This is an optimization exercise on Yosys and OpenROAD, whose aim is small area, not a production implementation. In this exercise RTL edits were held to simulation tests only and were not proved equivalent to the original. Power figures rest on the tool's default switching activity, not on a simulated workload.

==> flow/design.v (excerpt) <==
module wb_stage_regfile (
    input  logic                CLK,
    input  logic                rst_n,
    input  logic [31:0]         PC_O,
    input  logic                Reg_Wr_En_O,
    input  logic [4:0]          mem_wb_rd,
    input  logic [31:0]         result_O,
    input  logic [1:0]          Src_to_Reg_O,
    input  logic [31:0]         DMEM_O,
    input  logic                wb_valid,
    input  logic [4:0]          rs1_addr,
    input  logic [4:0]          rs2_addr,
    output logic [31:0]         rs1_data,
    output logic [31:0]         rs2_data,
    output logic [31:0]         wb_data,
    output logic [4:0]          wb_rd,
    output logic                wb_we,
    output logic [63:0]         instret
);
    logic [31:0] regs [1:31];
    logic [31:0] regs_d [1:31];
    logic [31:1] vld;
    logic [31:0] sel_data;
    logic        eff_we;
    logic [63:0] instret_q;
    logic [31:1] row_we, row_we_n, sel1, sel2;
    always_comb begin
        case (Src_to_Reg_O)
            2'b00:   sel_data = result_O;
            2'b01:   sel_data = DMEM_O;
            2'b10:   sel_data = PC_O + 32'd4;
            default: sel_data = '0;
        endcase
    end
    assign eff_we  = rst_n & Reg_Wr_En_O & wb_valid & (mem_wb_rd != 5'd0);
    assign wb_data = sel_data;
    assign wb_we   = eff_we;
    assign wb_rd   = mem_wb_rd;
    assign instret = instret_q;
    always_comb
        for (int i = 1; i < 32; i++) begin
            row_we[i]   = eff_we && mem_wb_rd == i[4:0];
            row_we_n[i] = ~row_we[i];
            sel1[i]     = vld[i] && rs1_addr == i[4:0];
            sel2[i]     = vld[i] && rs2_addr == i[4:0];
        end
    for (genvar i = 1; i < 32; i++) begin : g_row
        for (genvar b = 0; b < 32; b++) begin : g_bit
  ...
Settings: LEC_CHECK=0, CAP_MARGIN=20, CORE_MARGIN=2, CORE_UTILIZATION=30, PLACE_DENSITY=0.5, SETUP_SLACK_MARGIN=0.3, SLEW_MARGIN=20, SYNTH_HIERARCHICAL=1; clock period 6.0 ns.
standard.sh (not shown) runs the stock make flow with config.mk's settings and CLKGATE_MAP_FILE= SYNTH_SCRIPT=/design/flow/synth_recipe.tcl, a recipe that flattens the netlist after the stock synthesis.
==> flow/flow/run.sh <==
#!/bin/bash
# Own flow: the standard layout, with smaller port buffers and a clock tree
# built from mid-size buffers without dummy loads. make's output goes to
# standard.log; ORFS keeps each step's log under orfs/logs.
bash standard.sh finish \
  BUFFER_PORTS_ARGS="-buffer_cell sky130_fd_sc_hd__buf_1" \
  CTS_ARGS="-sink_clustering_enable -repair_clock_nets -dont_use_dummy_load -buf_list sky130_fd_sc_hd__clkbuf_4 -sink_clustering_size 10 -sink_clustering_max_diameter 40" \
  > standard.log 2>&1
Then changed:
--- a/flow/config.mk
+++ b/flow/config.mk
@@ -12 +12 @@
-export SETUP_SLACK_MARGIN = 0.3
+export SETUP_SLACK_MARGIN = 0.05
The changed run passed the timing, design-rule and antenna checks.
Routed wire length is about the same.
Final area barely changes.
Worst hold slack barely changes.
Cell count is about the same.
Core utilization barely changes.
Flip-flop and latch count does not change.
Power stays flat.
Non-clock buffer count stays the same.
Then changed:
--- a/flow/flow/run.sh
+++ b/flow/flow/run.sh
@@ -7 +7 @@
-  CTS_ARGS="-sink_clustering_enable -repair_clock_nets -dont_use_dummy_load -buf_list sky130_fd_sc_hd__clkbuf_4 -sink_clustering_size 10 -sink_clustering_max_diameter 40" \
+  CTS_ARGS="-sink_clustering_enable -repair_clock_nets -dont_use_dummy_load -buf_list {sky130_fd_sc_hd__clkbuf_4 sky130_fd_sc_hd__clkbuf_8} -sink_clustering_size 18 -sink_clustering_max_diameter 60" \
--- a/flow/config.mk
+++ b/flow/config.mk
@@ -12 +12 @@
-export SETUP_SLACK_MARGIN = 0.05
+export SETUP_SLACK_MARGIN = 0.3
Outcome: First-iteration DRC count increases by a few percent; die area does not change; clock power increases by a few percent; fmax increases slightly; power increases slightly; sequential power is about the same.
Then changed:
--- a/flow/flow/run.sh
+++ b/flow/flow/run.sh
@@ -7 +7 @@
-  CTS_ARGS="-sink_clustering_enable -repair_clock_nets -dont_use_dummy_load -buf_list {sky130_fd_sc_hd__clkbuf_4 sky130_fd_sc_hd__clkbuf_8} -sink_clustering_size 18 -sink_clustering_max_diameter 60" \
+  CTS_ARGS="-sink_clustering_enable -repair_clock_nets -dont_use_dummy_load -buf_list sky130_fd_sc_hd__clkbuf_4 -sink_clustering_size 10 -sink_clustering_max_diameter 40" \
--- a/flow/config.mk
+++ b/flow/config.mk
@@ -10,0 +11 @@
+export GPL_TIMING_DRIVEN = 0
The changed run finished clean.
Power goes down by 0.42%.
Fmax goes up by 0.39%.
Synthesized cell count stays the same.
Critical path depth goes up by 2.
Routed wire length goes down by 4.2%.
Worst setup slack is better by 0.022 ns.
Global-route usage goes down by 1.1 points.
Utilization goes up by 1.8 points.
Die area does not change.
Final area goes up by 5.2%.

==> afterwards: timing with drivers on the ports <==
No port has a modelled driver above. Below, the same layouts with a new extraction and two added sets of constraints.
Step 1 assumes that a clkbuf_16 drives the clock port and a buf_2 every other input.
Step 2, shift: input delay + t, output delay - t, t = (earliest + latest rising clock arrival at the registers) / 2. This alone moves slack from input paths to output paths.
a / b / c = ideal ports / drivers / drivers and shift; a / b = the first two.
run	t, ns	slack for setup (ns)	slew at the worst register clock pin (ns)
the first run	1.262	0.314 / 0.122 / 0.122	0.12 / 0.12
the second run	1.266	0.187 / 0.155 / 0.155	0.12 / 0.12
the third run	0.873	0.286 / 0.115 / 0.115	0.12 / 0.12
the fourth run	1.244	0.308 / 0.285 / 0.285	0.12 / 0.12
After both steps every run listed still meets setup and hold. For the first run, which loses most, drivers alone change the setup slack by -0.192 ns; drivers and shift together by -0.192 ns.
